This is an optimization exercise on Yosys and OpenROAD, whose aim is small area and a short achievable clock period, not a production implementation. The RTL was checked by simulation tests, not by an equivalence proof against the original design.

==> try-onyx: inputs <==
==> flow/design.v <==
module exec_core (
    input  logic             clk,
    input  logic             reset,
    input  logic             in_valid,
    input  logic [32-1:0] in_instr,
    input  logic [32-1:0] in_pc,
    output logic                   result_valid,
    output logic [5-1:0] result_rd,
    output logic                   result_write_en,
    output logic [32-1:0]       result_value,
    output logic                   result_branch,
    output logic                   result_taken,
    output logic [32-1:0]       result_target,
    output logic                   result_illegal
);
    logic [6:0] opc;
    logic [2:0] f3;
    logic [6:0] f7;
    logic [4:0] rd, rs1, rs2;
    assign opc = in_instr[6:0];
    assign f3  = in_instr[14:12];
    assign f7  = in_instr[31:25];
    assign rd  = in_instr[11:7];
    assign rs1 = in_instr[19:15];
    assign rs2 = in_instr[24:20];
    logic is_op, is_opi, is_lui, is_br;
    assign is_op  = (opc == 7'b0110011);
    assign is_opi = (opc == 7'b0010011);
    assign is_lui = (opc == 7'b0110111);
    assign is_br  = (opc == 7'b1100011);
    logic f7z, f7s, op_ok, opi_ok, br_ok, legal, alu_legal, writes;
    assign f7z    = (f7 == 7'b0000000);
    assign f7s    = (f7 == 7'b0100000);
    assign op_ok  = f7z | (f7s & (f3 == 3'b000 | f3 == 3'b101));
    assign opi_ok = (f3 == 3'b001) ? f7z : ((f3 == 3'b101) ? (f7z | f7s) : 1'b1);
    assign br_ok  = (f3[2:1] != 2'b01);
    assign alu_legal = (is_op & op_ok) | (is_opi & opi_ok);
    assign legal  = alu_legal | is_lui | (is_br & br_ok);
    assign writes = alu_legal | is_lui;
    logic use_imm;
    logic [31:0] imm_op;
    assign use_imm = is_opi | is_lui;
    assign imm_op  = is_lui ? {in_instr[31:12], 12'b0} : {{20{in_instr[31]}}, in_instr[31:20]};
    logic [12:0] timm;
    assign timm = is_br ? {in_instr[31], in_instr[7], in_instr[30:25], in_instr[11:8], 1'b0}
                        : {in_instr[31], in_instr[31:20]};
    logic        d_valid, d_we;
    logic [4:0]  d_rd;
    logic [31:0] d_a, d_b, d_pc;
    logic        d_fa, d_fb;
    logic [12:0] d_timm;
    logic        d_lui;
    logic        d_add, d_sub, d_sll, d_slt, d_sltu, d_xor, d_sr, d_sra, d_or, d_and;
    logic        d_cmp, d_branch, d_illegal;
    logic [2:0]  d_f3;
    logic        r1_valid, r1_we, r1_branch, r1_taken, r1_illegal;
    logic [4:0]  r1_rd;
    logic [31:0] r1_val, r1_tgt;
    logic        r2_valid, r2_we, r2_branch, r2_taken, r2_illegal;
    logic [4:0]  r2_rd;
    logic [31:0] r2_val, r2_tgt;
    logic [31:0] rf [1:31];
    logic [31:1] rf_ok;
    logic [31:1] wen;
    for (genvar r = 1; r < 32; r++) begin : g_rf
        assign wen[r] = r1_we && (r1_rd == r);
        always_ff @(posedge clk) begin
            if (wen[r]) rf[r] <= r1_val;
            if (reset) rf_ok[r] <= 1'b0;
            else if (wen[r]) rf_ok[r] <= 1'b1;
        end
    end
    logic hit1, hit2;
    assign hit1 = r1_we && (r1_rd == rs1);
    assign hit2 = r1_we && (r1_rd == rs2) && !use_imm;
    logic [31:1] sel1, sel2;
    logic [31:0] rd1, rd2;
    always_comb begin
        rd1 = hit1 ? r1_val : 32'b0;
        rd2 = hit2 ? r1_val : (use_imm ? imm_op : 32'b0);
        for (int r = 1; r < 32; r++) begin
            sel1[r] = rf_ok[r] && (rs1 == r) && !hit1;
            sel2[r] = rf_ok[r] && (rs2 == r) && !hit2 && !use_imm;
            rd1 = rd1 | ({32{sel1[r]}} & rf[r]);
            rd2 = rd2 | ({32{sel2[r]}} & rf[r]);
        end
    end
    always_ff @(posedge clk) begin
        if (reset) begin
            d_valid <= 1'b0;
            d_we    <= 1'b0;
        end else begin
            d_valid <= in_valid;
            d_we    <= in_valid && writes && (rd != 5'd0);
        end
        d_rd      <= rd;
        d_a       <= rd1;
        d_b       <= rd2;
        d_fa      <= d_we && (d_rd == rs1);
        d_fb      <= d_we && (d_rd == rs2) && !use_imm;
        d_pc      <= in_pc;
        d_timm    <= timm;
        d_lui     <= is_lui;
        d_add     <= alu_legal && (f3 == 3'b000);
        d_sub     <= is_op && f7[5] && (f3 == 3'b000);
        d_sll     <= alu_legal && (f3 == 3'b001);
        d_slt     <= alu_legal && (f3 == 3'b010);
        d_sltu    <= alu_legal && (f3 == 3'b011);
        d_xor     <= alu_legal && (f3 == 3'b100);
        d_sr      <= alu_legal && (f3 == 3'b101);
        d_sra     <= f7[5];
        d_or      <= alu_legal && (f3 == 3'b110);
        d_and     <= alu_legal && (f3 == 3'b111);
        d_cmp     <= (is_op && f7[5]) || (f3[2:1] == 2'b01) || is_br;
        d_branch  <= is_br && br_ok;
        d_f3      <= f3;
        d_illegal <= !legal;
    end
    logic [31:0] a, b;
    assign a = d_fa ? r1_val : d_a;
    assign b = d_fb ? r1_val : d_b;
    logic        sub_op;
    logic [31:0] bx, sum;
    logic        cout;
    assign sub_op = d_sub || d_cmp;
    assign bx = b ^ {32{sub_op}};
    assign {cout, sum} = {1'b0, a} + {1'b0, bx} + {32'b0, sub_op};
    logic lt_u, lt_s, eq;
    assign lt_u = !cout;
    assign lt_s = (a[31] != b[31]) ? a[31] : lt_u;
    assign eq   = (a == b);
    logic [31:0] sh_in, sh_out, sh_rev;
    logic        fill;
    assign fill = d_sra && a[31];
    always_comb begin
        for (int i = 0; i < 32; i++) sh_in[i] = d_sll ? a[31-i] : a[i];
        sh_out = sh_in;
        if (b[0]) sh_out = {{1{fill}},  sh_out[31:1]};
        if (b[1]) sh_out = {{2{fill}},  sh_out[31:2]};
        if (b[2]) sh_out = {{4{fill}},  sh_out[31:4]};
        if (b[3]) sh_out = {{8{fill}},  sh_out[31:8]};
        if (b[4]) sh_out = {{16{fill}}, sh_out[31:16]};
        for (int i = 0; i < 32; i++) sh_rev[i] = sh_out[31-i];
    end
    logic [31:0] value;
    assign value = ({32{d_add}} & sum)
                 | ({32{d_sll}} & sh_rev)
                 | ({32{d_sr}}  & sh_out)
                 | {31'b0, (d_slt & lt_s) | (d_sltu & lt_u)}
                 | ({32{d_xor}} & (a ^ b))
                 | ({32{d_or}}  & (a | b))
                 | ({32{d_and}} & (a & b))
                 | ({32{d_lui}} & b);
    logic cond;
    always_comb begin
        case (d_f3[2:1])
            2'b00:   cond = eq;
            2'b10:   cond = lt_s;
            default: cond = lt_u;
        endcase
        cond = cond ^ d_f3[0];
    end
    logic [31:0] tgt_imm;
    assign tgt_imm = d_lui ? d_b : {{19{d_timm[12]}}, d_timm};
    always_ff @(posedge clk) begin
        if (reset) begin
            r1_valid <= 1'b0;
            r1_we    <= 1'b0;
        end else begin
            r1_valid <= d_valid;
            r1_we    <= d_we;
        end
        r1_rd      <= d_rd;
        r1_val     <= value;
        r1_branch  <= d_branch;
        r1_taken   <= d_branch && cond;
        r1_tgt     <= d_pc + tgt_imm;
        r1_illegal <= d_illegal;
    end
    always_ff @(posedge clk) begin
        if (reset) begin
            r2_valid <= 1'b0;
        end else begin
            r2_valid <= r1_valid;
        end
        r2_we      <= r1_we;
        r2_rd      <= r1_rd;
        r2_val     <= r1_val;
        r2_branch  <= r1_branch;
        r2_taken   <= r1_taken;
        r2_tgt     <= r1_tgt;
        r2_illegal <= r1_illegal;
    end
    assign result_valid    = r2_valid;
    assign result_rd       = r2_rd;
    assign result_write_en = r2_we;
    assign result_value    = r2_val;
    assign result_branch   = r2_branch;
    assign result_taken    = r2_taken;
    assign result_target   = r2_tgt;
    assign result_illegal  = r2_illegal;
endmodule
==> flow/run.sh <==
#!/bin/bash
# synth_recipe.tcl (not shown) runs the flow's synth.tcl, then flattens the netlist and writes it again
# the make line also repeats each setting of config.mk as NAME=value (left out here)
make -C /OpenROAD-flow-scripts/flow DESIGN_CONFIG=/design/flow/config.mk WORK_HOME=/design/flow/orfs CLKGATE_MAP_FILE= SYNTH_SCRIPT=/design/flow/synth_recipe.tcl finish
==> flow/config.mk <==
export PLATFORM = sky130hd
export DESIGN_NAME = exec_core
export DESIGN_NICKNAME = exec_core
export VERILOG_FILES = /design/flow/design.v
export SDC_FILE = /design/flow/constraint.sdc
export NUM_CORES = 4
export LEC_CHECK = 0
export CAP_MARGIN = 20
export CORE_MARGIN = 2
export CORE_UTILIZATION = 40
export SLEW_MARGIN = 20
==> flow/constraint.sdc <==
create_clock -name core_clock -period 6.5 [get_ports {clk}]
set_input_delay 1.3000 -clock core_clock [delete_from_list [all_inputs] [get_ports {clk}]]
set_output_delay 1.3000 -clock core_clock [all_outputs]
set_load 0.01 [all_outputs]
==> try-fjord (differences from try-onyx) <==
--- a/flow/design.v
+++ b/flow/design.v
@@ -40,6 +40,6 @@
     logic use_imm;
     logic [31:0] imm_op;
-    assign use_imm = is_opi | is_lui;
-    assign imm_op  = is_lui ? {in_instr[31:12], 12'b0} : {{20{in_instr[31]}}, in_instr[31:20]};
+    assign use_imm = !in_instr[5] || in_instr[2];
+    assign imm_op  = in_instr[2] ? {in_instr[31:12], 12'b0} : {{20{in_instr[31]}}, in_instr[31:20]};
     logic [12:0] timm;
     assign timm = is_br ? {in_instr[31], in_instr[7], in_instr[30:25], in_instr[11:8], 1'b0}
@@ -47,11 +47,12 @@
     logic        d_valid, d_we;
     logic [4:0]  d_rd;
-    logic [31:0] d_a, d_b, d_pc;
-    logic        d_fa, d_fb;
+    logic [31:0] d_a, d_bx, d_pc;
     logic [12:0] d_timm;
+    logic [4:0]  d_shamt;
     logic        d_lui;
     logic        d_add, d_sub, d_sll, d_slt, d_sltu, d_xor, d_sr, d_sra, d_or, d_and;
-    logic        d_cmp, d_branch, d_illegal;
+    logic        d_branch, d_illegal;
     logic [2:0]  d_f3;
+    logic [31:0] value;
     logic        r1_valid, r1_we, r1_branch, r1_taken, r1_illegal;
     logic [4:0]  r1_rd;
@@ -61,29 +62,35 @@
     logic [31:0] r2_val, r2_tgt;
     logic [31:0] rf [1:31];
-    logic [31:1] rf_ok;
     logic [31:1] wen;
+    logic [31:0] wdata;
+    assign wdata = reset ? 32'b0 : r1_val;
     for (genvar r = 1; r < 32; r++) begin : g_rf
-        assign wen[r] = r1_we && (r1_rd == r);
+        assign wen[r] = reset || (r1_we && (r1_rd == r));
         always_ff @(posedge clk) begin
-            if (wen[r]) rf[r] <= r1_val;
-            if (reset) rf_ok[r] <= 1'b0;
-            else if (wen[r]) rf_ok[r] <= 1'b1;
-        end
-    end
-    logic hit1, hit2;
+            if (wen[r]) rf[r] <= wdata;
+        end
+    end
+    logic [31:1] sel1, sel2;
+    logic [31:0] tree1, tree2;
+    always_comb begin
+        tree1 = 32'b0;
+        tree2 = 32'b0;
+        for (int r = 1; r < 32; r++) begin
+            sel1[r] = (rs1 == r);
+            sel2[r] = (rs2 == r);
+            tree1 = tree1 | ({32{sel1[r]}} & rf[r]);
+            tree2 = tree2 | ({32{sel2[r]}} & rf[r]);
+        end
+    end
+    logic hit1, hit2, fwd1, fwd2, sub_next;
     assign hit1 = r1_we && (r1_rd == rs1);
-    assign hit2 = r1_we && (r1_rd == rs2) && !use_imm;
-    logic [31:1] sel1, sel2;
-    logic [31:0] rd1, rd2;
-    always_comb begin
-        rd1 = hit1 ? r1_val : 32'b0;
-        rd2 = hit2 ? r1_val : (use_imm ? imm_op : 32'b0);
-        for (int r = 1; r < 32; r++) begin
-            sel1[r] = rf_ok[r] && (rs1 == r) && !hit1;
-            sel2[r] = rf_ok[r] && (rs2 == r) && !hit2 && !use_imm;
-            rd1 = rd1 | ({32{sel1[r]}} & rf[r]);
-            rd2 = rd2 | ({32{sel2[r]}} & rf[r]);
-        end
-    end
+    assign hit2 = r1_we && (r1_rd == rs2);
+    assign fwd1 = d_we && (d_rd == rs1);
+    assign fwd2 = d_we && (d_rd == rs2) && !use_imm;
+    assign sub_next = in_instr[6] || (!in_instr[2] && ((f3[2:1] == 2'b01)
+                   || (in_instr[5] && f7[5] && (f3 == 3'b000))));
+    logic [31:0] opa, opb;
+    assign opa = fwd1 ? value : (hit1 ? r1_val : tree1);
+    assign opb = fwd2 ? value : (use_imm ? imm_op : (hit2 ? r1_val : tree2));
     always_ff @(posedge clk) begin
         if (reset) begin
@@ -95,13 +102,12 @@
         end
         d_rd      <= rd;
-        d_a       <= rd1;
-        d_b       <= rd2;
-        d_fa      <= d_we && (d_rd == rs1);
-        d_fb      <= d_we && (d_rd == rs2) && !use_imm;
+        d_a       <= opa;
+        d_bx      <= opb ^ {32{sub_next}};
+        d_shamt   <= opb[4:0];
+        d_sub     <= sub_next;
         d_pc      <= in_pc;
         d_timm    <= timm;
         d_lui     <= is_lui;
         d_add     <= alu_legal && (f3 == 3'b000);
-        d_sub     <= is_op && f7[5] && (f3 == 3'b000);
         d_sll     <= alu_legal && (f3 == 3'b001);
         d_slt     <= alu_legal && (f3 == 3'b010);
@@ -112,5 +118,4 @@
         d_or      <= alu_legal && (f3 == 3'b110);
         d_and     <= alu_legal && (f3 == 3'b111);
-        d_cmp     <= (is_op && f7[5]) || (f3[2:1] == 2'b01) || is_br;
         d_branch  <= is_br && br_ok;
         d_f3      <= f3;
@@ -118,16 +123,14 @@
     end
     logic [31:0] a, b;
-    assign a = d_fa ? r1_val : d_a;
-    assign b = d_fb ? r1_val : d_b;
-    logic        sub_op;
-    logic [31:0] bx, sum;
+    assign a = d_a;
+    assign b = d_bx;
+    logic [31:0] sum;
     logic        cout;
-    assign sub_op = d_sub || d_cmp;
-    assign bx = b ^ {32{sub_op}};
-    assign {cout, sum} = {1'b0, a} + {1'b0, bx} + {32'b0, sub_op};
+    logic        sum_lo;
+    assign {cout, sum, sum_lo} = {1'b0, a, 1'b1} + {1'b0, b, d_sub};
     logic lt_u, lt_s, eq;
     assign lt_u = !cout;
-    assign lt_s = (a[31] != b[31]) ? a[31] : lt_u;
-    assign eq   = (a == b);
+    assign lt_s = (a[31] == b[31]) ? a[31] : lt_u;
+    assign eq   = &(a ^ b);
     logic [31:0] sh_in, sh_out, sh_rev;
     logic        fill;
@@ -136,12 +139,11 @@
         for (int i = 0; i < 32; i++) sh_in[i] = d_sll ? a[31-i] : a[i];
         sh_out = sh_in;
-        if (b[0]) sh_out = {{1{fill}},  sh_out[31:1]};
-        if (b[1]) sh_out = {{2{fill}},  sh_out[31:2]};
-        if (b[2]) sh_out = {{4{fill}},  sh_out[31:4]};
-        if (b[3]) sh_out = {{8{fill}},  sh_out[31:8]};
-        if (b[4]) sh_out = {{16{fill}}, sh_out[31:16]};
+        if (d_shamt[0]) sh_out = {{1{fill}},  sh_out[31:1]};
+        if (d_shamt[1]) sh_out = {{2{fill}},  sh_out[31:2]};
+        if (d_shamt[2]) sh_out = {{4{fill}},  sh_out[31:4]};
+        if (d_shamt[3]) sh_out = {{8{fill}},  sh_out[31:8]};
+        if (d_shamt[4]) sh_out = {{16{fill}}, sh_out[31:16]};
         for (int i = 0; i < 32; i++) sh_rev[i] = sh_out[31-i];
     end
-    logic [31:0] value;
     assign value = ({32{d_add}} & sum)
                  | ({32{d_sll}} & sh_rev)
@@ -162,5 +164,5 @@
     end
     logic [31:0] tgt_imm;
-    assign tgt_imm = d_lui ? d_b : {{19{d_timm[12]}}, d_timm};
+    assign tgt_imm = d_lui ? d_bx : {{19{d_timm[12]}}, d_timm};
     always_ff @(posedge clk) begin
         if (reset) begin
--- a/flow/config.mk
+++ b/flow/config.mk
@@ -6,6 +6,8 @@
 export NUM_CORES = 4
 export LEC_CHECK = 0
+export ABC_AREA = 1
 export CAP_MARGIN = 20
 export CORE_MARGIN = 2
-export CORE_UTILIZATION = 40
+export CORE_UTILIZATION = 30
+export SETUP_SLACK_MARGIN = 3.5
 export SLEW_MARGIN = 20
==> results.json <==
{
  "antenna_left": 1,
  "clock-sinks": 1276,
  "p_int_mw": 14.64,
  "r2r_cells": 4,
  "synthAdderAreaFrac_pct": 1.985,
  "period_minus_slack_ns": 3.192,
  "synth_seq_cells": 1276,
  "met3_length_mm": 54.86,
  "cp_top_family": "simple AND/OR/NAND/NOR gates",
  "n_tap_cell": 2688,
  "synth-simple-area-share_pct": 23.00,
  "pg_seq_mw": 9.50,
  "r2r_setup_slack_ns": 3.47,
  "status": "complete, but fails checks",
  "check.faults": "antenna violations",
  "syn_inst": 6909
}
-- figures above: try-fjord

==> results.json <==
{
  "synth-simple-area-share_pct": 8.632,
  "pg_seq_mw": 9.00,
  "period_minus_slack_ns": 5.152,
  "synthAdderAreaFrac_pct": 2.770,
  "synth_seq_cells": 1305,
  "r2r_cells": 14,
  "status": "timing/DRC/antenna clean",
  "syn_inst": 4525,
  "clock-sinks": 1305,
  "n_tap_cell": 1917,
  "antenna_left": 0,
  "cp_top_family": "compound AO/OA/AOI/OAI gates"
}
-- figures above: try-onyx

==> port drivers added, routing unchanged <==
In the flow no input, the clock included, has a driving cell. The finished layouts below were timed again as built, in two steps.
Step 1 assumes that a clkbuf_16 drives the clock port and a buf_2 every other input.
Step 2 moves the port delays by t, midway between the first and last clock arrival at a register: inputs arrive t later, outputs are due t later. That takes back most of the time a late clock gives input paths.
Slacks: no drivers / after step 1 / after step 2; pairs: no drivers / after step 1.
| run | t (ns) | setup WS [ns] | worst setup path at the end | worst data-port slew with drivers (ns) |
|---|---|---|---|---|
| try-onyx | 0.877 | 1.348 / 1.348 / 0.983 | input to register | 0.09 |
| try-fjord | 0.907 | 3.308 / 3.370 / 2.463 | input to register | 0.18 |
The setup slack of try-fjord, which loses most, moves by +0.062 ns with the drivers and by -0.845 ns with both steps.
